This is an optimization exercise on Yosys and OpenROAD, whose aim is small area and a short achievable clock period, not a production implementation. At most, simulation tests tie the RTL to the original design; equivalence was not proved. Only the layout flow was run in run 5; the RTL was not checked for function there.

`flow/standard.sh`:
```
#!/bin/bash
# synth_recipe.tcl (not shown) runs the flow's synth.tcl, then flattens the netlist and writes it again
# the make line also repeats each setting of config.mk as NAME=value (left out here)
make -C /OpenROAD-flow-scripts/flow DESIGN_CONFIG=/design/flow/config.mk WORK_HOME=/design/flow/orfs CLKGATE_MAP_FILE= SYNTH_SCRIPT=/design/flow/synth_recipe.tcl "${@:-finish}"
```
`flow/flow/run.sh`:
```
#!/bin/bash
# Standard layout with these changes:
#  * synthesis: no ADDER_MAP_FILE, so Yosys extracts no half/full adder cells and ABC can
#    restructure the modulo-26 adders;
#  * synthesis: ABC maps with flow/abc_area_resyn.script (the ORFS area script preceded by
#    three rounds of AIG rewriting);
#  * placement: every port still gets its buffer, but as buf_2 (BUFFER_PORTS_ARGS) rather
#    than the slow delay-cell buffer the default choice ends up with.
# The synthesis script is synth_recipe.tcl with ORFS's synth.tcl inlined and only
# its abc call changed, so registers are mapped and named exactly as in the
# standard synthesis.  Each tool's log stays under orfs/logs; make's output is
# in make.log.
set -euo pipefail
here=$(pwd)
abc_script=$here/flow/abc_area_resyn.script
{
  head -n 1 synth_recipe.tcl
  sed "s|log_cmd abc {\*}\$abc_args|log_cmd abc -script $abc_script {*}[lrange \$abc_args 2 end]|" \
      "$FLOW_HOME/scripts/synth.tcl"
  tail -n +3 synth_recipe.tcl
} > synth_custom.tcl
grep -q "abc -script $abc_script" synth_custom.tcl
bash standard.sh BUFFER_PORTS_ARGS="-buffer_cell sky130_fd_sc_hd__buf_2" ADDER_MAP_FILE= SYNTH_SCRIPT="$here/synth_custom.tcl" finish > make.log 2>&1
```
`flow/config.mk`:
```
export PLATFORM = sky130hd
export DESIGN_NAME = enigmaMachine
export DESIGN_NICKNAME = enigmaMachine
export VERILOG_FILES = /design/flow/design.v
export SDC_FILE = /design/flow/constraint.sdc
export NUM_CORES = 4
export LEC_CHECK = 0
export ABC_AREA = 1
export CAP_MARGIN = 20
export CORE_MARGIN = 2
export CORE_UTILIZATION = 20
export SLEW_MARGIN = 20
```
`flow/flow/abc_area_resyn.script`:
```
strash
balance; rewrite; refactor; balance; rewrite; rewrite -z; balance; refactor -z; rewrite -z; balance
balance; rewrite; refactor; balance; rewrite; rewrite -z; balance; refactor -z; rewrite -z; balance
balance; rewrite; refactor; balance; rewrite; rewrite -z; balance; refactor -z; rewrite -z; balance
dch
map -B 0.9
topo
stime -c
buffer -c
upsize -c
dnsize -c
```
`flow/design.v`:
```
`default_nettype none
package enigmaPkg;
    typedef logic [8-1:0] asciiChar;
    typedef logic [26-1:0] letterOneHot;
    typedef logic [5-1:0] rotorPos;
endpackage
`default_nettype wire
`timescale 1ns/1ps
`default_nettype none
module enigmaMachine (
    input  logic                load,
    input  logic                reset,
    input  logic                keyValid,
    input  logic                setPositions,
    input  enigmaPkg::asciiChar keyChar,
    input  enigmaPkg::rotorPos  startPosition1,
    input  enigmaPkg::rotorPos  startPosition2,
    input  enigmaPkg::rotorPos  startPosition3,
    output logic                outValid,
    output enigmaPkg::asciiChar outChar
);
    function automatic logic [4:0] lutPlugIn(input logic [4:0] v);
        case (v)
            5'd1: lutPlugIn = 5'd14;
            5'd2: lutPlugIn = 5'd18;
            5'd3: lutPlugIn = 5'd22;
            5'd4: lutPlugIn = 5'd12;
            5'd5: lutPlugIn = 5'd0;
            5'd6: lutPlugIn = 5'd7;
            5'd7: lutPlugIn = 5'd11;
            5'd8: lutPlugIn = 5'd5;
            5'd9: lutPlugIn = 5'd17;
            5'd10: lutPlugIn = 5'd25;
            5'd11: lutPlugIn = 5'd3;
            5'd12: lutPlugIn = 5'd8;
            5'd13: lutPlugIn = 5'd4;
            5'd14: lutPlugIn = 5'd20;
            5'd15: lutPlugIn = 5'd24;
            5'd16: lutPlugIn = 5'd13;
            5'd17: lutPlugIn = 5'd15;
            5'd18: lutPlugIn = 5'd21;
            5'd19: lutPlugIn = 5'd10;
            5'd20: lutPlugIn = 5'd23;
            5'd21: lutPlugIn = 5'd9;
            5'd22: lutPlugIn = 5'd16;
            5'd23: lutPlugIn = 5'd1;
            5'd24: lutPlugIn = 5'd6;
            5'd25: lutPlugIn = 5'd2;
            5'd26: lutPlugIn = 5'd19;
            default: lutPlugIn = 5'd0;
        endcase
    endfunction
    function automatic logic [4:0] lutR1Inv(input logic [4:0] v);
        case (v)
            5'd0: lutR1Inv = 5'd8;
            5'd1: lutR1Inv = 5'd5;
            5'd2: lutR1Inv = 5'd2;
            5'd3: lutR1Inv = 5'd25;
            5'd4: lutR1Inv = 5'd11;
            5'd5: lutR1Inv = 5'd24;
            5'd6: lutR1Inv = 5'd21;
            5'd7: lutR1Inv = 5'd1;
            5'd8: lutR1Inv = 5'd10;
            5'd9: lutR1Inv = 5'd7;
            5'd10: lutR1Inv = 5'd19;
            5'd11: lutR1Inv = 5'd17;
            5'd12: lutR1Inv = 5'd14;
            5'd13: lutR1Inv = 5'd18;
            5'd14: lutR1Inv = 5'd15;
            5'd15: lutR1Inv = 5'd0;
            5'd16: lutR1Inv = 5'd9;
            5'd17: lutR1Inv = 5'd4;
            5'd18: lutR1Inv = 5'd12;
            5'd19: lutR1Inv = 5'd20;
            5'd20: lutR1Inv = 5'd13;
            5'd21: lutR1Inv = 5'd16;
            5'd22: lutR1Inv = 5'd22;
            5'd23: lutR1Inv = 5'd6;
            5'd24: lutR1Inv = 5'd3;
            5'd25: lutR1Inv = 5'd23;
            5'd26: lutR1Inv = 5'd8;
            5'd27: lutR1Inv = 5'd5;
            5'd28: lutR1Inv = 5'd2;
            5'd29: lutR1Inv = 5'd25;
            5'd30: lutR1Inv = 5'd11;
            5'd31: lutR1Inv = 5'd24;
            default: lutR1Inv = 5'd0;
        endcase
    endfunction
    function automatic logic [4:0] lutR2Inv(input logic [4:0] v);
        case (v)
            5'd0: lutR2Inv = 5'd19;
            5'd1: lutR2Inv = 5'd13;
            5'd2: lutR2Inv = 5'd2;
            5'd3: lutR2Inv = 5'd20;
            5'd4: lutR2Inv = 5'd16;
            5'd5: lutR2Inv = 5'd10;
            5'd6: lutR2Inv = 5'd21;
            5'd7: lutR2Inv = 5'd14;
            5'd8: lutR2Inv = 5'd3;
            5'd9: lutR2Inv = 5'd11;
            5'd10: lutR2Inv = 5'd9;
            5'd11: lutR2Inv = 5'd15;
            5'd12: lutR2Inv = 5'd7;
            5'd13: lutR2Inv = 5'd0;
            5'd14: lutR2Inv = 5'd23;
            5'd15: lutR2Inv = 5'd4;
            5'd16: lutR2Inv = 5'd12;
            5'd17: lutR2Inv = 5'd18;
            5'd18: lutR2Inv = 5'd5;
            5'd19: lutR2Inv = 5'd1;
            5'd20: lutR2Inv = 5'd17;
            5'd21: lutR2Inv = 5'd25;
            5'd22: lutR2Inv = 5'd6;
            5'd23: lutR2Inv = 5'd22;
            5'd24: lutR2Inv = 5'd8;
            5'd25: lutR2Inv = 5'd24;
            5'd26: lutR2Inv = 5'd19;
            5'd27: lutR2Inv = 5'd13;
            5'd28: lutR2Inv = 5'd2;
            5'd29: lutR2Inv = 5'd20;
            5'd30: lutR2Inv = 5'd16;
            5'd31: lutR2Inv = 5'd10;
            default: lutR2Inv = 5'd0;
        endcase
    endfunction
    function automatic logic [4:0] lutR3Inv(input logic [4:0] v);
        case (v)
            5'd0: lutR3Inv = 5'd3;
            5'd1: lutR3Inv = 5'd1;
            5'd2: lutR3Inv = 5'd22;
            5'd3: lutR3Inv = 5'd7;
            5'd4: lutR3Inv = 5'd11;
            5'd5: lutR3Inv = 5'd8;
            5'd6: lutR3Inv = 5'd16;
            5'd7: lutR3Inv = 5'd15;
            5'd8: lutR3Inv = 5'd19;
            5'd9: lutR3Inv = 5'd18;
            5'd10: lutR3Inv = 5'd12;
            5'd11: lutR3Inv = 5'd23;
            5'd12: lutR3Inv = 5'd4;
            5'd13: lutR3Inv = 5'd0;
            5'd14: lutR3Inv = 5'd20;
            5'd15: lutR3Inv = 5'd5;
            5'd16: lutR3Inv = 5'd9;
            5'd17: lutR3Inv = 5'd24;
            5'd18: lutR3Inv = 5'd14;
            5'd19: lutR3Inv = 5'd13;
            5'd20: lutR3Inv = 5'd21;
            5'd21: lutR3Inv = 5'd10;
            5'd22: lutR3Inv = 5'd6;
            5'd23: lutR3Inv = 5'd17;
            5'd24: lutR3Inv = 5'd25;
            5'd25: lutR3Inv = 5'd2;
            5'd26: lutR3Inv = 5'd3;
            5'd27: lutR3Inv = 5'd1;
            5'd28: lutR3Inv = 5'd22;
            5'd29: lutR3Inv = 5'd7;
            5'd30: lutR3Inv = 5'd11;
            5'd31: lutR3Inv = 5'd8;
            default: lutR3Inv = 5'd0;
        endcase
    endfunction
    function automatic logic [4:0] lutRefl(input logic [4:0] v);
        case (v)
            5'd0: lutRefl = 5'd22;
            5'd1: lutRefl = 5'd20;
            5'd2: lutRefl = 5'd24;
            5'd3: lutRefl = 5'd9;
            5'd4: lutRefl = 5'd14;
            5'd5: lutRefl = 5'd16;
            5'd6: lutRefl = 5'd8;
            5'd7: lutRefl = 5'd15;
            5'd8: lutRefl = 5'd6;
            5'd9: lutRefl = 5'd3;
            5'd10: lutRefl = 5'd11;
            5'd11: lutRefl = 5'd10;
            5'd12: lutRefl = 5'd23;
            5'd13: lutRefl = 5'd25;
            5'd14: lutRefl = 5'd4;
            5'd15: lutRefl = 5'd7;
            5'd16: lutRefl = 5'd5;
            5'd17: lutRefl = 5'd18;
            5'd18: lutRefl = 5'd17;
            5'd19: lutRefl = 5'd21;
            5'd20: lutRefl = 5'd1;
            5'd21: lutRefl = 5'd19;
            5'd22: lutRefl = 5'd0;
            5'd23: lutRefl = 5'd12;
            5'd24: lutRefl = 5'd2;
            5'd25: lutRefl = 5'd13;
            5'd26: lutRefl = 5'd22;
            5'd27: lutRefl = 5'd20;
            5'd28: lutRefl = 5'd24;
            5'd29: lutRefl = 5'd9;
            5'd30: lutRefl = 5'd14;
            5'd31: lutRefl = 5'd16;
            default: lutRefl = 5'd0;
        endcase
    endfunction
    function automatic logic [4:0] lutR3(input logic [4:0] v);
        case (v)
            5'd0: lutR3 = 5'd13;
            5'd1: lutR3 = 5'd1;
            5'd2: lutR3 = 5'd25;
            5'd3: lutR3 = 5'd0;
            5'd4: lutR3 = 5'd12;
            5'd5: lutR3 = 5'd15;
            5'd6: lutR3 = 5'd22;
            5'd7: lutR3 = 5'd3;
            5'd8: lutR3 = 5'd5;
            5'd9: lutR3 = 5'd16;
            5'd10: lutR3 = 5'd21;
            5'd11: lutR3 = 5'd4;
            5'd12: lutR3 = 5'd10;
            5'd13: lutR3 = 5'd19;
            5'd14: lutR3 = 5'd18;
            5'd15: lutR3 = 5'd7;
            5'd16: lutR3 = 5'd6;
            5'd17: lutR3 = 5'd23;
            5'd18: lutR3 = 5'd9;
            5'd19: lutR3 = 5'd8;
            5'd20: lutR3 = 5'd14;
            5'd21: lutR3 = 5'd20;
            5'd22: lutR3 = 5'd2;
            5'd23: lutR3 = 5'd11;
            5'd24: lutR3 = 5'd17;
            5'd25: lutR3 = 5'd24;
            5'd26: lutR3 = 5'd13;
            5'd27: lutR3 = 5'd1;
            5'd28: lutR3 = 5'd25;
            5'd29: lutR3 = 5'd0;
            5'd30: lutR3 = 5'd12;
            5'd31: lutR3 = 5'd15;
            default: lutR3 = 5'd0;
        endcase
    endfunction
    function automatic logic [4:0] lutR2(input logic [4:0] v);
        case (v)
            5'd0: lutR2 = 5'd13;
            5'd1: lutR2 = 5'd19;
            5'd2: lutR2 = 5'd2;
            5'd3: lutR2 = 5'd8;
            5'd4: lutR2 = 5'd15;
            5'd5: lutR2 = 5'd18;
            5'd6: lutR2 = 5'd22;
            5'd7: lutR2 = 5'd12;
            5'd8: lutR2 = 5'd24;
            5'd9: lutR2 = 5'd10;
            5'd10: lutR2 = 5'd5;
            5'd11: lutR2 = 5'd9;
            5'd12: lutR2 = 5'd16;
            5'd13: lutR2 = 5'd1;
            5'd14: lutR2 = 5'd7;
            5'd15: lutR2 = 5'd11;
            5'd16: lutR2 = 5'd4;
            5'd17: lutR2 = 5'd20;
            5'd18: lutR2 = 5'd17;
            5'd19: lutR2 = 5'd0;
            5'd20: lutR2 = 5'd3;
            5'd21: lutR2 = 5'd6;
            5'd22: lutR2 = 5'd23;
            5'd23: lutR2 = 5'd14;
            5'd24: lutR2 = 5'd25;
            5'd25: lutR2 = 5'd21;
            5'd26: lutR2 = 5'd13;
            5'd27: lutR2 = 5'd19;
            5'd28: lutR2 = 5'd2;
            5'd29: lutR2 = 5'd8;
            5'd30: lutR2 = 5'd15;
            5'd31: lutR2 = 5'd18;
            default: lutR2 = 5'd0;
        endcase
    endfunction
    function automatic logic [4:0] lutR1(input logic [4:0] v);
        case (v)
            5'd0: lutR1 = 5'd15;
            5'd1: lutR1 = 5'd7;
            5'd2: lutR1 = 5'd2;
            5'd3: lutR1 = 5'd24;
            5'd4: lutR1 = 5'd17;
            5'd5: lutR1 = 5'd1;
            5'd6: lutR1 = 5'd23;
            5'd7: lutR1 = 5'd9;
            5'd8: lutR1 = 5'd0;
            5'd9: lutR1 = 5'd16;
            5'd10: lutR1 = 5'd8;
            5'd11: lutR1 = 5'd4;
            5'd12: lutR1 = 5'd18;
            5'd13: lutR1 = 5'd20;
            5'd14: lutR1 = 5'd12;
            5'd15: lutR1 = 5'd14;
            5'd16: lutR1 = 5'd21;
            5'd17: lutR1 = 5'd11;
            5'd18: lutR1 = 5'd13;
            5'd19: lutR1 = 5'd10;
            5'd20: lutR1 = 5'd19;
            5'd21: lutR1 = 5'd6;
            5'd22: lutR1 = 5'd22;
            5'd23: lutR1 = 5'd25;
            5'd24: lutR1 = 5'd5;
            5'd25: lutR1 = 5'd3;
            5'd26: lutR1 = 5'd15;
            5'd27: lutR1 = 5'd7;
            5'd28: lutR1 = 5'd2;
            5'd29: lutR1 = 5'd24;
            5'd30: lutR1 = 5'd17;
            5'd31: lutR1 = 5'd1;
            default: lutR1 = 5'd0;
        endcase
    endfunction
    function automatic logic [4:0] lutPlugOut(input logic [4:0] v);
        case (v)
            5'd0: lutPlugOut = 5'd5;
            5'd1: lutPlugOut = 5'd23;
            5'd2: lutPlugOut = 5'd25;
            5'd3: lutPlugOut = 5'd11;
            5'd4: lutPlugOut = 5'd13;
            5'd5: lutPlugOut = 5'd8;
            5'd6: lutPlugOut = 5'd24;
            5'd7: lutPlugOut = 5'd6;
            5'd8: lutPlugOut = 5'd12;
            5'd9: lutPlugOut = 5'd21;
            5'd10: lutPlugOut = 5'd19;
            5'd11: lutPlugOut = 5'd7;
            5'd12: lutPlugOut = 5'd4;
            5'd13: lutPlugOut = 5'd16;
            5'd14: lutPlugOut = 5'd1;
            5'd15: lutPlugOut = 5'd17;
            5'd16: lutPlugOut = 5'd22;
            5'd17: lutPlugOut = 5'd9;
            5'd18: lutPlugOut = 5'd2;
            5'd19: lutPlugOut = 5'd26;
            5'd20: lutPlugOut = 5'd14;
            5'd21: lutPlugOut = 5'd18;
            5'd22: lutPlugOut = 5'd3;
            5'd23: lutPlugOut = 5'd20;
            5'd24: lutPlugOut = 5'd15;
            5'd25: lutPlugOut = 5'd10;
            5'd26: lutPlugOut = 5'd5;
            5'd27: lutPlugOut = 5'd23;
            5'd28: lutPlugOut = 5'd25;
            5'd29: lutPlugOut = 5'd11;
            5'd30: lutPlugOut = 5'd13;
            5'd31: lutPlugOut = 5'd8;
            default: lutPlugOut = 5'd0;
        endcase
    endfunction
    function automatic logic [4:0] addBits(input logic [3:0] a, input logic [3:0] b, input logic cin);
        logic c;
        c = cin;
        for (int i = 0; i < 4; i++) begin
            addBits[i] = a[i] ^ b[i] ^ c;
            c = (a[i] & b[i]) | (c & (a[i] ^ b[i]));
        end
        addBits[4] = c;
    endfunction
    function automatic logic [4:0] addOff(input logic [4:0] a, input logic [4:0] b);
        logic [4:0] s;
        logic [4:0] t;
        s = addBits(a[4:1], b[4:1], 1'b0);
        t = addBits(s[3:0], {2'b00, s[4], s[4]}, 1'b0);
        addOff = {t[3:0], a[0] ^ b[0]};
    endfunction
    function automatic logic [4:0] subOff(input logic [4:0] a, input logic [4:0] b);
        logic [4:0] s;
        logic [4:0] t;
        s = addBits(a[4:1], ~b[4:1], 1'b1);
        t = addBits(s[3:0], {~s[4], ~s[4], 1'b0, ~s[4]}, 1'b0);
        subOff = {t[3:0], a[0] ^ b[0]};
    endfunction
    function automatic logic [4:0] sub26(input logic [4:0] a, input logic [4:0] b);
        logic [4:0] s;
        logic [4:0] t;
        s = addBits(a[4:1], ~b[4:1], 1'b1);
        t = addBits(s[3:0], 4'd13, 1'b0);
        sub26 = {s[4] ? s[3:0] : t[3:0], a[0] ^ b[0]};
    endfunction
    function automatic logic [4:0] neg26(input logic [4:0] b);
        neg26 = {4'(4'd13 - b[4:1]), b[0]};
    endfunction
    function automatic logic [4:0] wrap26(input logic [4:0] p);
        case (p)
            5'd0: wrap26 = 5'd0;
            5'd1: wrap26 = 5'd3;
            5'd2: wrap26 = 5'd4;
            5'd3: wrap26 = 5'd7;
            5'd4: wrap26 = 5'd8;
            5'd5: wrap26 = 5'd11;
            5'd6: wrap26 = 5'd12;
            5'd7: wrap26 = 5'd15;
            5'd8: wrap26 = 5'd16;
            5'd9: wrap26 = 5'd19;
            5'd10: wrap26 = 5'd20;
            5'd11: wrap26 = 5'd23;
            5'd12: wrap26 = 5'd24;
            5'd13: wrap26 = 5'd1;
            5'd14: wrap26 = 5'd2;
            5'd15: wrap26 = 5'd5;
            5'd16: wrap26 = 5'd6;
            5'd17: wrap26 = 5'd9;
            5'd18: wrap26 = 5'd10;
            5'd19: wrap26 = 5'd13;
            5'd20: wrap26 = 5'd14;
            5'd21: wrap26 = 5'd17;
            5'd22: wrap26 = 5'd18;
            5'd23: wrap26 = 5'd21;
            5'd24: wrap26 = 5'd22;
            5'd25: wrap26 = 5'd25;
            5'd26: wrap26 = 5'd0;
            5'd27: wrap26 = 5'd3;
            5'd28: wrap26 = 5'd4;
            5'd29: wrap26 = 5'd7;
            5'd30: wrap26 = 5'd8;
            5'd31: wrap26 = 5'd11;
            default: wrap26 = 5'd0;
        endcase
    endfunction
    function automatic logic [4:0] dec26(input logic [4:0] p);
        dec26 = {(p[4:1] == 4'd0) ? 4'd12 : 4'(p[4:1] - 4'd1), ~p[0]};
    endfunction
    function automatic logic [4:0] inc26(input logic [4:0] p);
        inc26 = {(p[4:1] == 4'd12) ? 4'd0 : 4'(p[4:1] + 4'd1), ~p[0]};
    endfunction
    localparam logic [4:0] LAST = 5'b11001;
    logic [4:0] p1, p2, p3;
    logic [4:0] d12, d23;
    logic       isLetter;
    logic       keyAccepted;
    logic       step1, carry1, carry2;
    assign isLetter    = (keyChar[7:5] == 3'b010) && (keyChar[4:0] != 5'd0) && (keyChar[4:0] <= 5'd26);
    assign keyAccepted = keyValid && !setPositions;
    assign step1       = keyAccepted && isLetter;
    assign carry1      = step1 && (p1 == LAST);
    assign carry2      = carry1 && (p2 == LAST);
    assign d12 = sub26(p1, p2);
    assign d23 = sub26(p2, p3);
    logic [4:0] s0, s1, s2, s3, s4, s5, s6, s7;
    logic [4:0] cipherIdx;
    logic [7:0] held;
    logic       heldLetter;
    logic [4:0] heldOff4;
    logic       p1Zero, p2Zero;
    logic [4:0] p1Old, d12Old, d23Old, p3Old;
    assign p1Zero = (p1 == 5'd0);
    assign p2Zero = (p2 == 5'd0);
    assign p1Old  = dec26(p1);
    assign d12Old = p1Zero ? d12 : dec26(d12);
    assign d23Old = (p1Zero && !p2Zero) ? dec26(d23) : d23;
    assign p3Old  = (p1Zero && p2Zero) ? dec26(p3) : p3;
    assign s0 = subOff(lutPlugIn(keyChar[4:0]), p1);
    assign s1 = addOff(lutR1Inv(s0), d12);
    assign s2 = addOff(lutR2Inv(s1), d23);
    assign s3 = addOff(lutR3Inv(s2), p3);
    always_ff @(posedge load) begin
        if (reset) begin
            outValid   <= 1'b0;
            held       <= '0;
            heldLetter <= 1'b0;
        end else begin
            outValid <= keyAccepted;
            if (keyAccepted) begin
                held       <= isLetter ? {3'b000, lutRefl(s3)} : keyChar;
                heldLetter <= isLetter;
            end else if (setPositions && heldLetter) begin
                held       <= outChar;
                heldLetter <= 1'b0;
            end
        end
    end
    always_ff @(posedge load) begin
        if (step1) begin
            heldOff4 <= p3;
        end
    end
    assign s4 = subOff(held[4:0], heldOff4);
    assign s5 = subOff(lutR3(s4), d23Old);
    assign s6 = subOff(lutR2(s5), d12Old);
    assign s7 = addOff(lutR1(s6), p1Old);
    assign cipherIdx = lutPlugOut(s7);
    assign outChar = heldLetter ? {3'b010, cipherIdx} : held;
    always_ff @(posedge load) begin
        if (reset) begin
            p1 <= '0;
            p2 <= '0;
            p3 <= '0;
        end else if (setPositions) begin
            p1 <= wrap26(startPosition1);
            p2 <= wrap26(startPosition2);
            p3 <= wrap26(startPosition3);
        end else begin
            if (step1)  p1 <= inc26(p1);
            if (carry1) p2 <= inc26(p2);
            if (carry2) p3 <= inc26(p3);
        end
    end
endmodule
`default_nettype wire
```
`flow/constraint.sdc`:
```
create_clock -name core_clock -period 30.0 [get_ports {load}]
set_input_delay 6.0000 -clock core_clock [delete_from_list [all_inputs] [get_ports {load}]]
set_output_delay 6.0000 -clock core_clock [all_outputs]
set_load 0.01 [all_outputs]
```
==> run notes, run 1 <==
Job
The max-cap check violation count is 0.

Clocking
The number of gates resized after CTS was 0. Clock-pin slew was measured on the worst setup and hold paths at 50 ps. The master cell of the clock root buffer is sky130_fd_sc_hd__clkbuf_16.

Counting every sink on the clock net gives 30. In this run the deepest clock path goes through 2 buffers. Buffers added to address setup during post-CTS repair amount to 0. The total clock buffers created by CTS is 5. The CTS tree is built. The CTS H-tree depth is 2.

After clock tree synthesis, the flow added hold-fix buffers numbering 0. For the worst-skew pair, the clock arrives at the later sink with an insertion delay of 280 ps.

Detailed routing
After detailed routing, the average wire length per cell comes to 11.0 um. The detailed router finished its first iteration with 633 violations. The final routed wirelength across all metal layers is 19300 um. The first TritonRoute pass finished after 5 iterations. In the routed layout, each cell is associated on average with a via count of 4.59.

The number of DRC violations after detailed routing is 0. Detailed routing inserted a total of 8036 vias. The remaining antenna violation count is 0.

Synth
The post-synth net total is 1297. The top cell type's share of synthesized area is 0.232. The combined area of all synthesized cells is 6850 um^2.

The synthesized design contains 5 enable-type register cells. The fraction of registers with async set or reset after synthesis is 0. The most repeated cell in the gate-level netlist after synthesis is sky130_fd_sc_hd__nand2_1.

In the synthesized netlist the dominant register cell turns out to be sky130_fd_sc_hd__dfxtp_1. The count of mapped cells out of synthesis is 1270. By area the synthesized netlist is led by sky130_fd_sc_hd__nand2_1, sky130_fd_sc_hd__nand3_1, sky130_fd_sc_hd__dfxtp_1.

The sequential area share after synthesis is 0.0950. In this run, distinct cell masters in the synthesized netlist total 55. Synthesis inferred 30 register bits. Dividing the synthesized area by the synthesized cell count gives 5.39 um^2.

Of all cell types, the one taking the most synthesized area is sky130_fd_sc_hd__nand2_1. For this run, the number of Yosys warnings is 1. After synthesis, the most frequently instantiated cells are sky130_fd_sc_hd__nand2_1, sky130_fd_sc_hd__nand3_1, sky130_fd_sc_hd__inv_1, sky130_fd_sc_hd__nor2_1, sky130_fd_sc_hd__nand2_2.

Cells and area
At the end of the flow, the number of nets in the layout was 1328. The finished layout holds 1750 standard cells, fillers aside. Of the cells placed in the final design, the portion with a size suffix greater than 1 is 0.182.

The growth of design area from synthesis to finish is 11.9%. The final standard cell area without fillers is 7660 um^2. 0 antenna diodes ended up in the layout.

Setup path
The sum of buffers and inverters on the critical path is 4. The worst-case reg-to-reg path depth is 59. Grouping stages by cell kind, the critical path spends the most delay in simple AND/OR/NAND/NOR gates. The slowest stage of the critical path is the sky130_fd_sc_hd__edfxtp_1 cell. The critical path depth in cells is 58. In this design, the stage delay of the slowest critical-path cell is 420 ps. For the worst setup path, the data required time is 24000 ps.

Of all nets on the critical path, the largest fanout is 12. In this design, the critical path's most frequently occurring cell is sky130_fd_sc_hd__nand2_1. The critical path in this run is classified as flop to output pin. STA classifies the critical path endpoint as an output pin. STA classifies the critical path startpoint as a flop. The signal arrival time at the worst endpoint is 6950 ps.

Placed design
During placement, the flow inserted port buffers numbering 35. Routability-driven placement finished with a final weighted congestion of 0.916. The number of placed cells counting well taps is 1742. Once placement finished, the instance area stood at 7510 um^2. The HPWL after detailed placement is 16000 um.

Die
The count of standard-cell rows is 67. The starting utilization of the core area is 0.204. The placeable core region is 33600 um^2. The floorplan die height is 189 um. The die width is 189 um.

The die covers 35700 um^2. The count of pins on the block boundary is 36.

Status
The run finished with no timing, DRC or antenna violations.

STA
The peak clock frequency supported by timing is 77.2 MHz. Setup repair after global routing left no endpoint under its margin. The final clock period utilization by the worst path is 0.432. Setup violations remaining at the end of the flow were counted as 0.

In this run the tightest slew margin relative to its limit is 0.569. For the pin with the worst max-slew slack, the measured transition is 639 ps. The post-route setup TNS is 0 ps. The total count of max-transition violations in the final report is 0. The clock period minus worst slack is 12950 ps.

The count of endpoints failing hold in the final timing report came to 0. The clock arrives with 7.44 ps of skew.

Worst hold path
Along the worst hold path, the cell count comes to 2. The classification of the worst-slack hold path is flop to flop.

GRT
For this run, the total global-route usage over all layers was measured as 0.106. The number of antenna violations at the first check in global routing came to 0. The global-route wire length before repair is 32700 um.

The total overflow reported by the global router is 0. The via count of the first global-routing pass came to 7352. Entering global routing, the biggest net connects 20 pins.
-- cells in the final DEF (no fill, tap or decap), drive strengths merged --
cell,synthesis,routed
clkinv,2,3
a211oi,4,4
nor2,98,98
nand3b,6,6
o32ai,1,1
o21ai,80,80
edfxtp,5,5
nor3b,1,1
a32o,2,2
a31oi,12,12
buf,6,36
a21boi,3,3
o221ai,1,1
nand2,499,499
a21oi,57,57
a21o,1,1
dfxtp,25,25
o22ai,3,3
xor2,30,30
a311oi,1,1
o2111ai,1,1
and2,2,2
nand2b,2,2
inv,180,180
or2,8,8
o311ai,3,3
nand4,8,8
a41oi,1,1
o211ai,14,14
clkbuf,6,7
o21a,2,2
xnor2,9,9
nand3,187,187
a221oi,3,3
nor3,7,7
-- cell families (layout without fill, tap and decap cells) --
kind of cell / Yosys count / count (layout) / synth area share
AND/OR/NAND/NOR: 818 / 818 / 0.562
XOR/XNOR: 39 / 39 / 0.0625
flip-flops: 30 / 30 / 0.0950
AO/OA/AOI/OAI: 189 / 189 / 0.168
buffers and inverters: 194 / 226 / 0.112
-- worst min-delay path, cell delays in order, from the launching register on --
cell	delay, ps
sky130_fd_sc_hd__dfxtp_1	310
sky130_fd_sc_hd__nand2_1	60
sky130_fd_sc_hd__a21oi_1	60
-- cell type report --
type                            instances  area (um^2)
Inverter                              182          691
Clock buffer                            7          143
Sequential cell                        30          651
Tap cell                              448          561
Multi-Input combinational cell       1046         5430
Timing Repair Buffer                   36          183
Clock inverter                          1         5.00
Fill cell                            3790        26000
-- final timing paths --
| kind | slack [ps] | end | from |
|---|---|---|---|
| max reg2reg | 23310 | held[4] | heldOff4[2] |
| max | 17050 | outChar[4] | heldOff4[2] |
| min reg2reg | 470 | held[5] | held[5] |
| min | 470 | held[5] | held[5] |
-- registers in the layout, summed over array words and instances, names as in the netlist --
name,flops
held,8
heldLetter,1
heldOff4,5
outValid,1
p1,5
p2,5
p3,5
-- stage by stage --
stage          setup WS [ps]  hold slack [ps]  utilization
3_3_place_gp           17560              455        0.223
3_5_place_dp           17440              464        0.223
2_1_floorplan          18750              444            -
4_1_cts                17140              472        0.228
6_report               17050              472        0.228
5_1_grt                16170              489        0.228
-- routing by layer --
metal / vias up / share of wire / GRT usage
met2: 197 / 0.48 / 0.186
met1: 3614 / 0.47 / 0.139
met3: 18 / 0.041 / 0.0102
li1: 4207 / - / -
met5: - / 0 / 0
met4: 0 / 0.012 / 0.0252
==> run 2: changes to the inputs <==
--- a/flow/flow/run.sh
+++ b/flow/flow/run.sh
@@ -4,5 +4,5 @@
 #    restructure the modulo-26 adders;
 #  * synthesis: ABC maps with flow/abc_area_resyn.script (the ORFS area script preceded by
-#    three rounds of AIG rewriting);
+#    two rounds of AIG rewriting);
 #  * placement: every port still gets its buffer, but as buf_2 (BUFFER_PORTS_ARGS) rather
 #    than the slow delay-cell buffer the default choice ends up with.
==> flow/flow/abc_area_resyn.script (replaced) <==
strash
balance; rewrite; refactor; balance; rewrite; rewrite -z; balance; refactor -z; rewrite -z; balance
balance; rewrite; refactor; balance; rewrite; rewrite -z; balance; refactor -z; rewrite -z; balance
dch
map -B 0.9
topo
stime -c
buffer -c
upsize -c
dnsize -c
==> run 2 against run 1 <==
  * Global-route usage grew 0.40 points
  * Worst hold slack got worse by 4.4 ps
  * Register-to-register slack better by 300 ps
  * Sequential cell count unchanged
  * Fmax grew 1.6%
  * Final area is 2.8% lower
  * Die area shrank 3.3%
  * Clock skew fell by 2.6 ps
  * Worst setup slack better by 200 ps
  * Sequential share of layout area is 0.25 points higher
  * Still clean
==> run notes, run 2 <==
Synth
The number of flip-flops and latches in the synthesized netlist is 30. sky130_fd_sc_hd__nand2_1 is the most common cell in the netlist. The fraction of registers with async set or reset after synthesis is 0.

In the post-synthesis netlist, the biggest area contributors are sky130_fd_sc_hd__nand2_1, sky130_fd_sc_hd__nand3_1, sky130_fd_sc_hd__inv_1. Synthesis instantiated 52 different standard cells from the library. The synthesized netlist occupies a cell area of 6610 um^2. For this run, the register share of the synthesized area comes to 0.0984. Counting instances in the post-synthesis netlist gives the leading cell types as sky130_fd_sc_hd__nand2_1, sky130_fd_sc_hd__nand3_1, sky130_fd_sc_hd__inv_1, sky130_fd_sc_hd__nor2_1, sky130_fd_sc_hd__nand2_2.

A synthesized cell averages 5.24 um^2. The most frequently used flop master after synthesis is sky130_fd_sc_hd__dfxtp_1. For this run, the number of Yosys warnings is 1. The cell type with the largest total area after synthesis is sky130_fd_sc_hd__nand2_1. The number of nets handed over by synthesis was 1288. The count of mapped cells out of synthesis is 1261. Of the post-synthesis cell area, the dominant cell type holds 0.238.

In this run, synthesis inferred 5 flip-flops with an integrated enable.

Clocking
The post-CTS setup repair buffer count is 0. The CTS H-tree depth is 2. TritonCTS built the clock tree.

Buffers inserted to repair hold after CTS numbered 0. The total clock buffers created by CTS is 5. The number of sinks on the clock net is 30. The insertion delay of the later-clocked pin in the worst-skew pair is 280 ps. The post-CTS resize count is 0. The CTS clock-pin slew for the worst setup and hold paths is 50 ps. The master cell of the clock root buffer is sky130_fd_sc_hd__clkbuf_16. The longest clock path from root to sink contains 2 buffers.

Die
The die is 186 um tall. The die width is 186 um. For this configuration, the core starts out at a cell density of 0.203. The floorplan has 66 rows.

Pin placement for this block handled 36 I/O pins. The core region is 32500 um^2. The die covers 34500 um^2.

GRT
The global-route wire length before repair is 32200 um. The number of antenna violations at the first check in global routing is 0. In the global route stage, overall resource usage came out at 0.110.

Entering global routing, the biggest net connects 17 pins. The total overflow left after global routing is 0. The via count of the first global-routing pass came to 7093.

Detailed routing
The mean number of vias per cell is 4.57. The detailed-router iteration count before antenna repair is 5. The vias after detailed routing is 7943. Wires add up to 19300 um. In this run, the number of DRC markers left after iteration 0 of detailed routing was 468.

Dividing the detail-routed wire length by the instance count gives 11.1 um. The remaining antenna violation count is 0. The number of DRC violations after detailed routing is 0.

Setup path
The worst setup path is of the flop to output pin kind. In this run the worst setup path terminates at outChar[0]. The highest fanout seen on the critical path is 7. The worst-case register-to-register setup slack is 23610 ps. The cell occurring most often along the worst timing path is sky130_fd_sc_hd__nand2_1.

The slowest stage of the critical path is the sky130_fd_sc_hd__dfxtp_1 cell. The kind of start point of the critical path is a flop. STA classifies the critical path endpoint as an output pin.

The worst register-to-register path ends at held[4]. The critical path starts at held[1]. For the worst flop-to-flop path, the logic depth is 57. For the worst setup path, the data arrival time is 6740 ps. The required arrival time at the worst endpoint is 24000 ps. The largest single stage delay on the critical path is 400 ps. The launch point of the worst reg-to-reg path is held[1].

STA
Setup repair after global routing left no endpoint under its margin. The count of endpoints failing hold in the final timing report is 0. The largest clock skew in the final design is 4.85 ps. Adding up every negative setup slack in the final design gives 0 ps. The total count of max-transition violations in the final report is 0.

For the pin with the worst max-slew slack, the measured transition is 645 ps. The peak clock frequency supported by timing is 78.5 MHz. The clock period minus worst slack is 12740 ps. In the finished design, the share of the clock period the worst path needs comes to 0.425. Setup violations remaining at the end of the flow were counted as 0. The relative slew slack is 0.569.

Placed design
During placement, the flow inserted port buffers numbering 35. The half-perimeter wire length after detailed placement is 16100 um. The routability congestion estimate is 0.889.

Cells and area
The antenna diode count is 0. The number of nets in the finished design is 1321. Leaving out fill and tap cells, the most frequent cell in the layout is sky130_fd_sc_hd__nand2_1. The number of flip-flops in the largest register is 8.

The top cell types in the final layout, fill and taps aside, are sky130_fd_sc_hd__nand2_1, sky130_fd_sc_hd__nand3_1, sky130_fd_sc_hd__inv_1. Ranked by flip-flop count, first place goes to held. In the final layout, the share of cells above drive strength 1 is 0.144. The growth of design area from synthesis to finish is 12.6%.

Job
The max-cap check violation count is 0.

Worst hold path
In this run the most critical hold path is launched from held[5]. The classification of the worst-slack hold path is flop to flop.

Status
The flow ran to the end and the layout has no timing, DRC or antenna violations.
-- run 2: changes by cell type in the layout (fill, tap and decap cells not counted), sizes merged, moves of 5 or more --
cell and delta:
a21oi +5, nand2 -11, nand4 +8, nor2 -6, xor2 -6
-- run 2: cells by family after synthesis --
kind of cell              Yosys count  share of synthesized area
and+or+nand+nor                   806                      0.555
xor gates and xnor gates           35                     0.0509
AOI/OAI and AO/OA                 201                      0.185
DFF                                30                     0.0984
buffers and inverters             189                      0.110
-- run 2: worst min path at each step --
stage          endpoint  slack [ps]  cells past startpoint
6_report        held[5]         470                      2
5_1_grt         held[7]         500                      2
4_1_cts         held[5]         470                      2
3_5_place_dp    held[5]         470                      2
3_3_place_gp    held[5]         460                      2
2_1_floorplan   held[5]         440                      2
-- run 2: worst max-delay path, delay by kind of cell, from the launching register on --
family | cells | cell delay (ps)
AOI/OAI and AO/OA | 2 | 380
xor gates and xnor gates | 1 | 380
buffers and inverters | 6 | 700
DFF | 1 | 400
and+or+nand+nor | 48 | 4610
-- run 2: metal layers --
layer	share of wire	vias to the layer above	wire [um]	track usage
met3	0.031	23	608	0.00489
met2	0.47	192	9100	0.194
li1	-	4195	-	-
met1	0.48	3533	9320	0.147
met5	0	-	0	0
met4	0.015	0	295	0.0243
-- run 2: final cells by class --
| type | count | area [um^2] |
|---|---|---|
| Fill cell | 3770 | 25100 |
| Clock buffer | 6 | 139 |
| Tap cell | 442 | 553 |
| Clock inverter | 2 | 12.5 |
| Sequential cell | 30 | 651 |
| Inverter | 179 | 674 |
| Multi-Input combinational cell | 1042 | 5230 |
| Timing Repair Buffer | 36 | 183 |
-- run 2: per-stage QoR --
stage | instances | util | hold slack [ps] | setup WS (ps) | area [um^2]
after global routing | 1737 | 0.229 | 497 | 16240 | 7440
after CTS | 1737 | 0.229 | 474 | 17280 | 7440
after floorplan | 1261 | - | 444 | 18630 | 6610
after global placement | 1729 | 0.224 | 456 | 17630 | 7290
final | 1737 | 0.229 | 468 | 17260 | 7440
after detailed placement | 1729 | 0.224 | 465 | 17600 | 7290
==> run 3: changes to the inputs <==
--- a/flow/flow/run.sh
+++ b/flow/flow/run.sh
@@ -4,5 +4,5 @@
 #    restructure the modulo-26 adders;
 #  * synthesis: ABC maps with flow/abc_area_resyn.script (the ORFS area script preceded by
-#    two rounds of AIG rewriting);
+#    two rounds of AIG rewriting, with a 5750 ps delay target for mapping and sizing);
 #  * placement: every port still gets its buffer, but as buf_2 (BUFFER_PORTS_ARGS) rather
 #    than the slow delay-cell buffer the default choice ends up with.
==> flow/flow/abc_area_resyn.script (replaced) <==
strash
balance; rewrite; refactor; balance; rewrite; rewrite -z; balance; refactor -z; rewrite -z; balance
balance; rewrite; refactor; balance; rewrite; rewrite -z; balance; refactor -z; rewrite -z; balance
dch
map -B 0.9 -D 5750
topo
stime -c
buffer -c
upsize -c -D 5750
dnsize -c -D 5750
==> run 3 against run 2 <==
  * Still clean on timing, DRC and antenna
  * Routed wire length shrank 3.2%
  * Cell count shrank 2.7%
  * Final area shrank 5.4%
==> run notes, run 3 <==
Status
The run finished with no timing, DRC or antenna violations.

Placed design
The setup slack at placement is 17100 ps. Once placement completed, the tool counted placed cells totaling 1682. The cell area after placement is 6890 um^2. The number of port buffers is 35. Routability-driven placement finished with a final weighted congestion of 0.929.

The half-perimeter wire length after detailed placement is 15300 um.

Synth
The number of nets in the synthesized netlist is 1288. Counting flops and latches in the post-synthesis netlist gives 30. Of the total synthesized cell area, the portion taken by AND, OR, NAND and NOR gates is 0.546. The yosys synthesis warning count is 1. The fraction of registers with async set or reset after synthesis is 0. The adder-cell share of the synthesized area is 0. For this run, the register share of the synthesized area comes to 0.104. Summing every instance area after synthesis gives 6280 um^2.

The top cell type's share of synthesized area is 0.277. The fraction of the mapped netlist area in compound gates was 0.185. The synthesized design contains 5 enable-type register cells. The per-instance average area after synthesis is 4.98 um^2. The most repeated cell in the gate-level netlist after synthesis is sky130_fd_sc_hd__nand2_1. By area, the combinational part of the netlist is dominated by simple AND/OR/NAND/NOR gates. After synthesis, the share of cell area in mux cells is 0. The cell type with the largest total area after synthesis is sky130_fd_sc_hd__nand2_1. Synthesis produced a netlist whose cell count is 1261. Of the total synthesized cell area, the portion taken by XOR and XNOR cells is 0.0488. In the synthesized netlist the dominant register cell turns out to be sky130_fd_sc_hd__dfxtp_1. Yosys mapped the design onto 45 distinct sky130hd cell types. In the post-synthesis netlist, the biggest area contributors are sky130_fd_sc_hd__nand2_1, sky130_fd_sc_hd__nand3_1, sky130_fd_sc_hd__inv_1.

By count the netlist is led by sky130_fd_sc_hd__nand2_1, sky130_fd_sc_hd__nand3_1, sky130_fd_sc_hd__inv_1, sky130_fd_sc_hd__nor2_1, sky130_fd_sc_hd__o21ai_0.

Setup path
In this run the critical register-to-register path is launched from p1[2]. Across all register-to-register paths, the minimum setup slack is 22990 ps. The capturing element type of the critical path is an output pin. The endpoint identified for the worst register-to-register timing path is held[2]. The cell occurring most often along the worst timing path is sky130_fd_sc_hd__nand2_1. The required arrival time at the worst endpoint is 24000 ps.

The worst-case reg-to-reg path depth is 51. Along the worst path, the maximum fanout reaches 7. Data on the critical path arrives at its endpoint at 7250 ps. The maximum cell stage delay along the critical path is 470 ps. On the critical path, the stage with the largest delay is an instance of sky130_fd_sc_hd__a41oi_1. STA classifies the critical path startpoint as a flop.

The critical path in this run is classified as flop to output pin.

Clocking
The insertion delay of the later-clocked pin in the worst-skew pair is 270 ps. The master cell of the clock root buffer is sky130_fd_sc_hd__clkbuf_16. The post-CTS resize count is 0.

Clock tree synthesis found a total of 30 sinks. TritonCTS built the clock tree. The CTS H-tree depth is 2. The number of buffers added to fix hold violations after cts is 0. The CTS clock-pin slew for the worst setup and hold paths is 50 ps. After clock tree synthesis, the setup repair step added 0 buffers. Counting along the longest clock path gives a buffer depth of 2. The total clock buffers created by CTS is 5.

Cells and area
The final standard cell area without fillers is 7040 um^2. The filler cells instantiated in the layout total 3621. At the end of the flow the core is filled with cells to 0.229.

Compared with the post-synthesis result, the final layout area differs by 12.0%. Of the cells placed in the final design, the portion with a size suffix greater than 1 is 0.0680. The library cells used most frequently in the layout, excluding fill and tap cells, are sky130_fd_sc_hd__nand2_1, sky130_fd_sc_hd__nand3_1, sky130_fd_sc_hd__inv_1. The number of nets in the finished design is 1320. The most common cell after layout, fill and taps aside is sky130_fd_sc_hd__nand2_1. The number of flip-flops in the largest register is 8. The register with the highest flop count is held. The antenna diode count is 0. For this run, the number of standard cells in the final layout without fillers is 1690.

Die
The count of standard-cell rows is 64. The floorplan die height is 181 um. In this run the count of I/O pins placed on the die edge is 36.

The initial utilization of the core area, before any placement, comes to 0.204. The region available for standard cell placement spans 30700 um^2. Measured along the x axis, the die boundary spans 181 um. The full die area is 32900 um^2.

Detailed routing
The final routed wirelength across all metal layers is 18700 um. After detailed routing, the number of vias per cell comes to 4.74. Summing over every cut layer, the via total after detailed routing is 8007. The average detailed-routed wire length per instance is 11.1 um.

The pre-antenna-repair detailed-routing pass consisted of 5 iterations. The DRC violation total after the first TritonRoute iteration is 515. The detail route stage leaves a number of antenna-violating nets equal to 0. The number of DRC violations after detailed routing is 0.

GRT
The first global-routing pass estimated 32200 um of wire. For this run, global-route usage on met1 was measured as 0.152. The met3 demand-to-capacity share in global routing is 0.00645. The global routing stage identified its most utilized layer as met2.

The via count of the first global-routing pass is 7256. The pin count of the biggest net entering global routing is 17. For this run, global-route usage on met2 was measured as 0.191. The number of antenna violations at the first check in global routing is 0.

Across every metal layer, demand over resource in global routing totals 0.112. The total overflow reported by the global router is 0.

STA
The largest clock skew in the final design is 5.59 ps. The final worst hold slack is 462 ps. Setup repair after global routing left no endpoint under its margin. Headroom to the max-slew limit came out at 0.515.

For the pin with the worst max-slew slack, the measured transition is 726 ps. The clock period minus worst slack is 13250 ps. The peak clock frequency supported by timing is 75.4 MHz. The final worst-path setup slack is 16750 ps. Setup violations remaining at the end of the flow were counted as 0. The count of endpoints failing hold in the final timing report came to 0. Dividing the final minimum period by the clock period gives 0.442. The post-route setup TNS is 0 ps. The total count of max-transition violations in the final report is 0.

Worst hold path
In this run the most critical hold path is launched from held[7]. The worst min-delay path endpoint is held[7]. Counting instances, the worst hold path has a depth of 2. The classification of the worst-slack hold path is flop to flop.

Job
The tool flagged a number of max-cap violations equal to 0.
[run 3: cells by family (layout without fill, tap and decap cells)]
logic type / after synthesis / count (layout)
buffers and inverters: 189 / 222
xor gates and xnor gates: 35 / 35
AOI/OAI and AO/OA: 201 / 201
and+or+nand+nor: 806 / 806
DFF: 30 / 30
[run 3: area by class of cell]
cell class,count,area (um^2),share of cell area
Timing Repair Buffer,35,175,0.0249
Clock buffer,8,146,0.0208
Multi-Input combinational cell,1042,4900,0.696
Sequential cell,30,651,0.0924
Inverter,179,672,0.0954
Tap cell,396,495,0.0704
[run 3: worst max-delay path by stage]
stage               start         end  slack, ps  cells after the start
floorplan           p1[1]  outChar[4]      18320                     55
global placement    p1[2]  outChar[2]      17120                     50
detailed placement  p1[2]  outChar[2]      17100                     50
CTS                 p1[2]  outChar[2]      16780                     50
global route        p3[2]  outChar[2]      15660                     48
finish              p1[2]  outChar[2]      16750                     50
[run 3: critical path, delay by kind of cell (launching register included)]
| kind | cells | cell delay, ps |
|---|---|---|
| buffers and inverters | 8 | 1040 |
| DFF | 1 | 340 |
| xor gates and xnor gates | 1 | 450 |
| AOI/OAI and AO/OA | 4 | 970 |
| and+or+nand+nor | 37 | 4200 |
[run 3: layer usage]
layer,routed length (um),share of wire
met3,746,0.040
met4,384,0.021
met1,9160,0.49
met2,8420,0.45
met5,0,0
==> run 4: changes to the inputs <==
--- a/flow/config.mk
+++ b/flow/config.mk
@@ -7,6 +7,6 @@
 export LEC_CHECK = 0
 export ABC_AREA = 1
-export CAP_MARGIN = 20
+export CAP_MARGIN = 50
 export CORE_MARGIN = 2
 export CORE_UTILIZATION = 20
-export SLEW_MARGIN = 20
+export SLEW_MARGIN = 75
==> run 4 against run 3 <==
  * First-iteration DRC count fell by 0.39%
  * Synthesized area unchanged
  * Synthesized cell count did not move
  * Global-route usage is 0.10 points lower
  * Utilization is 0.50 points higher
  * Via count grew 0.47%
  * Routed wire length is 0.59% lower
  * Critical path depth up 7
  * Clock skew is 1.9 ps higher
  * Fmax increased by 1.0%
  * Die area did not move
==> run notes, run 4 <==
Status
The flow ran to the end and the layout has no timing, DRC or antenna violations.

Job
Max-cap violations in this run came to 0.

Setup path
The cell occurring most often along the worst timing path is sky130_fd_sc_hd__nand2_1. Among all stages on the critical path, the largest delay is contributed by sky130_fd_sc_hd__dfxtp_1. STA classifies the critical path endpoint as an output pin.

In this design, the stage delay of the slowest critical-path cell is 510 ps. For the worst setup path, the data required time is 24000 ps. At the worst endpoint, the arrival time is 7120 ps. Of all nets on the critical path, the largest fanout is 7. The kind of start point of the critical path is a flop. The critical path is of the flop to output pin type.

STA
The count of endpoints failing hold in the final timing report is 0. On the final layout, the worst clock skew is 7.52 ps. Of the available clock period, the critical path in the final layout requires 0.437. Static timing analysis puts the maximum clock frequency at 76.2 MHz.

Setup repair after global routing left no endpoint under its margin. Summed over all failing endpoints, the final setup total negative slack is 0 ps. The total count of max-transition violations in the final report is 0. In this run the tightest slew margin relative to its limit is 0.751. The clock period minus worst slack is 13120 ps. At the pin with the least slew margin, the transition time is 374 ps. The setup violation total in the final timing report is 0.

Detailed routing
The final route contains 8045 vias. The highest routing layer actually used is met4. The number of DRC violations after detailed routing is 0. The met1 wire length is 8870 um.

Detailed routing placed a total of 889 um of wire on met3. The detailed router finished its first iteration with 513 violations. Detailed routing placed a total of 8550 um of wire on met2. The mean number of vias per cell is 4.76. The final routed wirelength across all metal layers is 18600 um. The remaining antenna violation count is 0. Dividing the detail-routed wire length by the instance count gives 11.0 um.

The first TritonRoute pass finished after 6 iterations.

Synth
By count the netlist is led by sky130_fd_sc_hd__nand2_1, sky130_fd_sc_hd__nand3_1, sky130_fd_sc_hd__inv_1, sky130_fd_sc_hd__nor2_1, sky130_fd_sc_hd__o21ai_0. For this run, the number of Yosys warnings is 1. In the post-synthesis netlist, the biggest area contributors are sky130_fd_sc_hd__nand2_1, sky130_fd_sc_hd__nand3_1, sky130_fd_sc_hd__inv_1. The number of enable flip-flop cells after synthesis is 5. The cell type with the largest total area after synthesis is sky130_fd_sc_hd__nand2_1. The number of library cell types mapped by synthesis is 45. The count of mapped cells out of synthesis is 1261. The fraction of registers with async set or reset after synthesis is 0. sky130_fd_sc_hd__nand2_1 is the most common cell in the netlist.

For this run, the register share of the synthesized area comes to 0.104. In this run the cell area of the synthesized design comes to 6280 um^2. A synthesized cell averages 4.98 um^2. The number of flip-flops and latches in the synthesized netlist is 30.

The post-synth net total is 1288. The top cell type's share of synthesized area is 0.277. The most used flip-flop cell after synthesis is sky130_fd_sc_hd__dfxtp_1.

Placed design
The half-perimeter wire length after detailed placement is 15200 um. The congestion estimate from routability-driven global placement came to 0.929. The number of port buffers is 35.

Cells and area
The register with the highest flop count is held. The fill cell total of the finished layout is 3573. From synthesis to final layout, the design area changed by 14.5%. The share of cells above drive strength 1 is 0.0866. The number of flip-flops in the largest register is 8. The final layout contains 1320 nets.

Leaving out fill and tap cells, the most frequent cell in the layout is sky130_fd_sc_hd__nand2_1. The register area is 654 um^2. For this run, the share of the core covered by cells in the final layout is 0.234. 0 antenna diodes ended up in the layout.

The multi-input combinational cells in the finished layout cover a total of 5050 um^2. Leaving out fill and tap cells, the most frequent cells in the layout are sky130_fd_sc_hd__nand2_1, sky130_fd_sc_hd__nand3_1, sky130_fd_sc_hd__inv_1.

Clocking
After clock tree synthesis, the setup repair step added 0 buffers. For this design, the CTS-stage hold fixing added 0 buffers. After clock tree synthesis, the clock-pin slew on the worst setup and hold paths is 50 ps. The number of sinks on the clock net is 30. The number of buffers between clock root and the deepest sink is 2. The insertion delay of the later-clocked pin in the worst-skew pair is 270 ps.

Buffers inserted during clock tree synthesis total 5. The master cell of the clock root buffer is sky130_fd_sc_hd__clkbuf_16. Gates resized during post-CTS repair numbered 0. The H-tree generated during clock tree synthesis spans 2 levels. The CTS tree is built.

Die
The die covers 32900 um^2. The floorplan has 64 rows. The count of pins on the block boundary is 36. For this configuration, the core starts out at a cell density of 0.204.

The floorplan step set the die height to 181 um. The die width is 181 um. The placeable core region is 30700 um^2.

GRT
The pin count of the biggest net entering global routing is 17. For this run, the total global-route usage over all layers was measured as 0.111. The number of antenna violations at the first check in global routing is 0. The via count of the first global-routing pass was 7242. The global-route wire length before repair is 32000 um. The total overflow reported by the global router is 0.

Worst hold path
The classification of the worst-slack hold path is flop to flop.
## run 4: final timing paths
path,endpoint,depth (start not counted),slack [ps],start
hold reg to reg,held[7],2,460,held[7]
setup / recovery,outChar[2],57,16880,p3[2]
hold / removal,held[7],2,460,held[7]
setup reg to reg,held[2],58,23120,p3[2]
## run 4: critical path: cells and delay by family, from the launching register on
kind	cells	cell delay (ps)
and+or+nand+nor	47	5000
AOI/OAI and AO/OA	5	760
buffers and inverters	5	580
DFF	1	510
## run 4: through the flow
step	area [um^2]	setup slack (ps)	hold slack [ps]	std cells
6_report	7200	16880	463	1690
5_1_grt	7200	15710	483	1690
4_1_cts	7150	16940	465	1690
3_5_place_dp	7010	17250	458	1682
3_3_place_gp	6890	17120	456	1682
2_1_floorplan	6280	18320	444	1261
## run 4: per-layer routing
metal,track usage,up-vias
met4,0.0280,0
met1,0.149,3598
met2,0.191,228
li1,-,4197
met5,0,-
met3,0.00786,22
## run 4: layout make-up
cell class,count,share of cell area
clock buffers,7,0.0198
clock inverters,1,0.000696
inverters,179,0.0934
multi-input cells,1042,0.701
flip-flops and latches,30,0.0909
well taps,396,0.0689
repair buffers,35,0.0250
## run 4: cell families after synthesis
group	Yosys count	synth area share
AO/OA/AOI/OAI	201	0.185
XOR/XNOR	35	0.0488
AND/OR/NAND/NOR	806	0.546
buffers and inverters	189	0.117
flip-flops	30	0.104
==> run 5: changes to the inputs <==
--- a/flow/design.v
+++ b/flow/design.v
@@ -199,40 +199,7 @@
         endcase
     endfunction
+    localparam logic [159:0] lutR3Tab = {5'd15, 5'd12, 5'd0, 5'd25, 5'd1, 5'd13, 5'd24, 5'd17, 5'd11, 5'd2, 5'd20, 5'd14, 5'd8, 5'd9, 5'd23, 5'd6, 5'd7, 5'd18, 5'd19, 5'd10, 5'd4, 5'd21, 5'd16, 5'd5, 5'd3, 5'd22, 5'd15, 5'd12, 5'd0, 5'd25, 5'd1, 5'd13};
     function automatic logic [4:0] lutR3(input logic [4:0] v);
-        case (v)
-            5'd0: lutR3 = 5'd13;
-            5'd1: lutR3 = 5'd1;
-            5'd2: lutR3 = 5'd25;
-            5'd3: lutR3 = 5'd0;
-            5'd4: lutR3 = 5'd12;
-            5'd5: lutR3 = 5'd15;
-            5'd6: lutR3 = 5'd22;
-            5'd7: lutR3 = 5'd3;
-            5'd8: lutR3 = 5'd5;
-            5'd9: lutR3 = 5'd16;
-            5'd10: lutR3 = 5'd21;
-            5'd11: lutR3 = 5'd4;
-            5'd12: lutR3 = 5'd10;
-            5'd13: lutR3 = 5'd19;
-            5'd14: lutR3 = 5'd18;
-            5'd15: lutR3 = 5'd7;
-            5'd16: lutR3 = 5'd6;
-            5'd17: lutR3 = 5'd23;
-            5'd18: lutR3 = 5'd9;
-            5'd19: lutR3 = 5'd8;
-            5'd20: lutR3 = 5'd14;
-            5'd21: lutR3 = 5'd20;
-            5'd22: lutR3 = 5'd2;
-            5'd23: lutR3 = 5'd11;
-            5'd24: lutR3 = 5'd17;
-            5'd25: lutR3 = 5'd24;
-            5'd26: lutR3 = 5'd13;
-            5'd27: lutR3 = 5'd1;
-            5'd28: lutR3 = 5'd25;
-            5'd29: lutR3 = 5'd0;
-            5'd30: lutR3 = 5'd12;
-            5'd31: lutR3 = 5'd15;
-            default: lutR3 = 5'd0;
-        endcase
+        lutR3 = lutR3Tab[5 * v +: 5];
     endfunction
     function automatic logic [4:0] lutR2(input logic [4:0] v);
@@ -440,5 +407,5 @@
     logic [7:0] held;
     logic       heldLetter;
-    logic [4:0] heldOff4;
+    logic [4:0] heldOff5;
     logic       p1Zero, p2Zero;
     logic [4:0] p1Old, d12Old, d23Old, p3Old;
@@ -453,4 +420,5 @@
     assign s2 = addOff(lutR2Inv(s1), d23);
     assign s3 = addOff(lutR3Inv(s2), p3);
+    assign s4 = subOff(lutRefl(s3), p3);
     always_ff @(posedge load) begin
         if (reset) begin
@@ -461,5 +429,5 @@
             outValid <= keyAccepted;
             if (keyAccepted) begin
-                held       <= isLetter ? {3'b000, lutRefl(s3)} : keyChar;
+                held       <= isLetter ? {3'b000, s4} : keyChar;
                 heldLetter <= isLetter;
             end else if (setPositions && heldLetter) begin
@@ -471,9 +439,8 @@
     always_ff @(posedge load) begin
         if (step1) begin
-            heldOff4 <= p3;
+            heldOff5 <= d23;
         end
     end
-    assign s4 = subOff(held[4:0], heldOff4);
-    assign s5 = subOff(lutR3(s4), d23Old);
+    assign s5 = subOff(lutR3(held[4:0]), heldOff5);
     assign s6 = subOff(lutR2(s5), d12Old);
     assign s7 = addOff(lutR1(s6), p1Old);
--- a/flow/flow/run.sh
+++ b/flow/flow/run.sh
@@ -4,5 +4,5 @@
 #    restructure the modulo-26 adders;
 #  * synthesis: ABC maps with flow/abc_area_resyn.script (the ORFS area script preceded by
-#    two rounds of AIG rewriting, with a 5750 ps delay target for mapping and sizing);
+#    two rounds of AIG rewriting);
 #  * placement: every port still gets its buffer, but as buf_2 (BUFFER_PORTS_ARGS) rather
 #    than the slow delay-cell buffer the default choice ends up with.
==> flow/flow/abc_area_resyn.script (replaced) <==
strash
balance; rewrite; refactor; balance; rewrite; rewrite -z; balance; refactor -z; rewrite -z; balance
balance; rewrite; refactor; balance; rewrite; rewrite -z; balance; refactor -z; rewrite -z; balance
dch
map -B 0.9
topo
stime -c
buffer -c
upsize -c
dnsize -c
--- a/flow/config.mk
+++ b/flow/config.mk
@@ -7,6 +7,6 @@
 export LEC_CHECK = 0
 export ABC_AREA = 1
-export CAP_MARGIN = 50
+export CAP_MARGIN = 20
 export CORE_MARGIN = 2
 export CORE_UTILIZATION = 20
-export SLEW_MARGIN = 75
+export SLEW_MARGIN = 20
==> run 5 against run 4 <==
  * Sequential share of layout area hardly changed
  * Highest routed layer unchanged
  * Routed wire length is 0.15% higher
  * Clock-buffer cell count stayed put
  * Critical path type unchanged
  * Non-clock buffer count is the same
  * Global-route usage fell by 0.16 points
  * Utilization is 0.68 points lower
  * Cell count down 4.5%
  * Critical path depth is 13 lower
  * Synthesized area up 1.9%
  * Sequential cell count unchanged
==> run notes, run 5 <==
Worst hold path
The classification of the worst-slack hold path is flop to flop. The number of stages on the worst hold path is 2.

STA
Setup repair after global routing left no endpoint under its margin. The peak clock frequency supported by timing is 74.2 MHz. Setup violations remaining at the end of the flow were counted as 0. Across the routed clock network, the largest skew measured is 8.47 ps. The total count of max-transition violations in the final report was 0. The smallest clock period supported by the final layout is computed as 13480 ps. The worst pin sits at a relative slew slack of 0.416. The count of endpoints failing hold in the final timing report is 0.

Of the available clock period, the critical path in the final layout requires 0.449. For the pin with the worst max-slew slack, the measured transition is 873 ps. The post-route setup TNS is 0 ps.

Synth
The per-instance average area after synthesis is 5.41 um^2. Counting every net in the synthesized netlist gives 1210. The number of flip-flops and latches in the synthesized netlist is 30. Of all cell types, the one taking the most synthesized area is sky130_fd_sc_hd__nand2_1. In the post-synthesis netlist, the cell with the most instances is sky130_fd_sc_hd__nand2_1.

The sequential area share after synthesis is 0.102. After synthesis, the cell types taking the most area are sky130_fd_sc_hd__nand2_1, sky130_fd_sc_hd__nand3_1, sky130_fd_sc_hd__inv_1. For this run, the number of Yosys warnings is 1. After synthesis, the share of flip-flops with an asynchronous set or reset is 0.

Synthesis produced a netlist whose cell count is 1183. Of the post-synthesis cell area, the dominant cell type holds 0.216. Among all flip-flop cells after synthesis, the most frequent one is sky130_fd_sc_hd__dfxtp_1. The combined area of all synthesized cells is 6400 um^2. The number of library cell types mapped by synthesis is 58. Counting instances in the post-synthesis netlist gives the leading cell types as sky130_fd_sc_hd__nand2_1, sky130_fd_sc_hd__inv_1, sky130_fd_sc_hd__nand3_1, sky130_fd_sc_hd__nor2_1, sky130_fd_sc_hd__a21oi_1. The number of enable flip-flop cells after synthesis is 5.

Setup path
The critical path depth in cells is 44. For the worst setup path, the data required time is 24000 ps. On the worst path, the slowest cell contributes a delay of 460 ps.

Along the worst path, the maximum fanout reaches 9. The worst register-to-register path has a setup slack of 22710 ps. The capturing element type of the critical path is an output pin. By instance count, the cell type seen most on the critical path is sky130_fd_sc_hd__nand2_1. The signal arrival time at the worst endpoint is 7480 ps. The type of the worst setup path is flop to output pin. The worst register-to-register path has a depth of 43. The kind of start point of the critical path is a flop. The cell with the largest stage delay on the worst path is sky130_fd_sc_hd__dfxtp_1.

The number of buffers and inverters on the critical path is 6. The cell family contributing the most delay on the critical path is simple AND/OR/NAND/NOR gates.

Cells and area
The register with the most flip-flops in the layout has 8 of them. The number of nets in the finished design is 1238. The finished cells cover 7170 um^2. The fill cell total of the finished layout is 3632.

The area growth from synthesis to layout is 11.9%. Leaving out fill and tap cells, the most frequent cells in the layout are sky130_fd_sc_hd__nand2_1, sky130_fd_sc_hd__inv_1, sky130_fd_sc_hd__nand3_1. The library cell used most frequently in the layout, excluding fill and tap cells, is sky130_fd_sc_hd__nand2_1. 0 antenna diodes ended up in the layout.

Of the cells placed in the final design, the portion with a size suffix greater than 1 is 0.142. The register with the highest flop count is held.

Die
In this run the horizontal extent of the chip is 183 um. The floorplan step set the die height to 183 um. For this configuration, the core starts out at a cell density of 0.203. The count of pins on the block boundary is 36. The full die area is 33500 um^2.

The count of standard-cell rows is 65. The core region is 31600 um^2.

Clocking
The post-CTS resize count is 0. The clock tree synthesis step divided the H-tree into 2 levels. The number of sinks on the clock net is 30.

The CTS clock-pin slew for the worst setup and hold paths is 50 ps. The number of buffers added to fix hold violations after cts is 0. Counting along the longest clock path gives a buffer depth of 2.

The insertion delay of the later-clocked pin in the worst-skew pair is 280 ps. TritonCTS built the clock tree. After clock tree synthesis, the setup repair step added 0 buffers. In this run, CTS created clock tree buffers numbering 5. The tree is rooted in a sky130_fd_sc_hd__clkbuf_16.

Detailed routing
The final routed wirelength across all metal layers is 18600 um. After detailed routing, the average wire length per cell comes to 11.5 um. The detailed-router iteration count before antenna repair is 5. After detailed routing, the number of vias per cell comes to 4.69. After the first detailed-routing iteration, the DRC count stood at 515. The remaining antenna violation count is 0. The vias after detailed routing is 7571. For this run, design rule violations remaining after detail routing come to 0.

Job
Across the run, the number of max-cap violations was 0.

Status
The flow ran to the end and the layout has no timing, DRC or antenna violations.

GRT
In the global route stage, overall resource usage came out at 0.109. The total overflow left after global routing is 0. Entering global routing, the biggest net connects 20 pins. The number of antenna violations at the first check in global routing came to 0. The first global-routing pass estimated 30800 um of wire.

The via count of the first global-routing pass came to 6656.

Placed design
The cell area after placement is 7010 um^2. Summed over all nets, the half-perimeter wirelength after detailed placement is 15400 um. The routability congestion estimate is 0.921. Input and output buffers added on the ports amount to 35.
## run 5: layout make-up
class                           instances  area (um^2)  share of cell area
Multi-Input combinational cell        973         5050               0.705
Sequential cell                        30          651              0.0908
Inverter                              166          626              0.0873
Tap cell                              402          503              0.0702
Timing Repair Buffer                   35          175              0.0244
Clock buffer                            7          154              0.0215
Clock inverter                          1         7.51             0.00105
## run 5: path summary, 6_finish.rpt
path | to | from
setup / recovery | outChar[4] | held[3]
hold / removal | held[7] | held[7]
setup reg to reg | held[4] | held[3]
hold reg to reg | held[7] | held[7]
## run 5: worst reg2reg max path: cells and delay by family, from the launching register on
family / cells / cell delay (ps)
and+or+nand+nor: 23 / 2480
AOI/OAI and AO/OA: 11 / 2030
xor gates and xnor gates: 4 / 1570
buffers and inverters: 5 / 700
DFF: 1 / 460
## run 5: logic make-up after synthesis
family                 Yosys count  synth area share
multiplexers                     1           0.00156
AO/OA/AOI/OAI                  231             0.213
buffers and inverters          180             0.109
AND/OR/NAND/NOR                704             0.519
flip-flops                      30             0.102
XOR/XNOR                        37            0.0553
## run 5: routing by layer
| layer | part of all wire | routed length [um] | track usage |
|---|---|---|---|
| met5 | 0 | 0 | 0 |
| met4 | 0.021 | 394 | 0.0320 |
| met3 | 0.055 | 1030 | 0.0137 |
| met2 | 0.46 | 8660 | 0.191 |
| met1 | 0.46 | 8550 | 0.139 |
## run 5: per-stage QoR
stage | worst slack, ps | hold WS (ps) | utilization | std cells
detailed placement | 16920 | 468 | 0.222 | 1606
global placement | 16880 | 459 | 0.222 | 1606
finish | 16520 | 466 | 0.227 | 1614
floorplan | 18250 | 444 | - | 1183
CTS | 16550 | 476 | 0.227 | 1614
global route | 15490 | 493 | 0.227 | 1614

[re-timing with driven ports]
The results above use ideal ports. As a check the final layouts listed here were re-extracted and re-timed, cells and wires unchanged.
Step 1 assumes that a clkbuf_16 drives the clock port and a buf_2 every other input.
Step 2, shift: input delay + t, output delay - t, t = (earliest + latest rising clock arrival at the registers) / 2. This alone moves slack from input paths to output paths.
a / b / c = ideal / step 1 / step 2; a / b = the first two.
run	shift t [ns]	slack for setup (ns)	worst setup path at the end	latest minus earliest clock arrival (ns)	worst data-port slew with drivers (ns)
run 1	0.309	17.054 / 17.018 / 17.327	register to output	0.008 / 0.008	0.04
run 2	0.303	17.255 / 17.229 / 17.532	register to output	0.005 / 0.006	0.06
run 3	0.301	16.745 / 16.713 / 17.015	register to output	0.005 / 0.005	0.07
run 4	0.300	16.882 / 16.849 / 17.150	register to output	0.008 / 0.007	0.08
run 5	0.315	16.519 / 16.484 / 16.798	register to output	0.008 / 0.009	0.04
After both steps setup and hold are still met in every run listed.
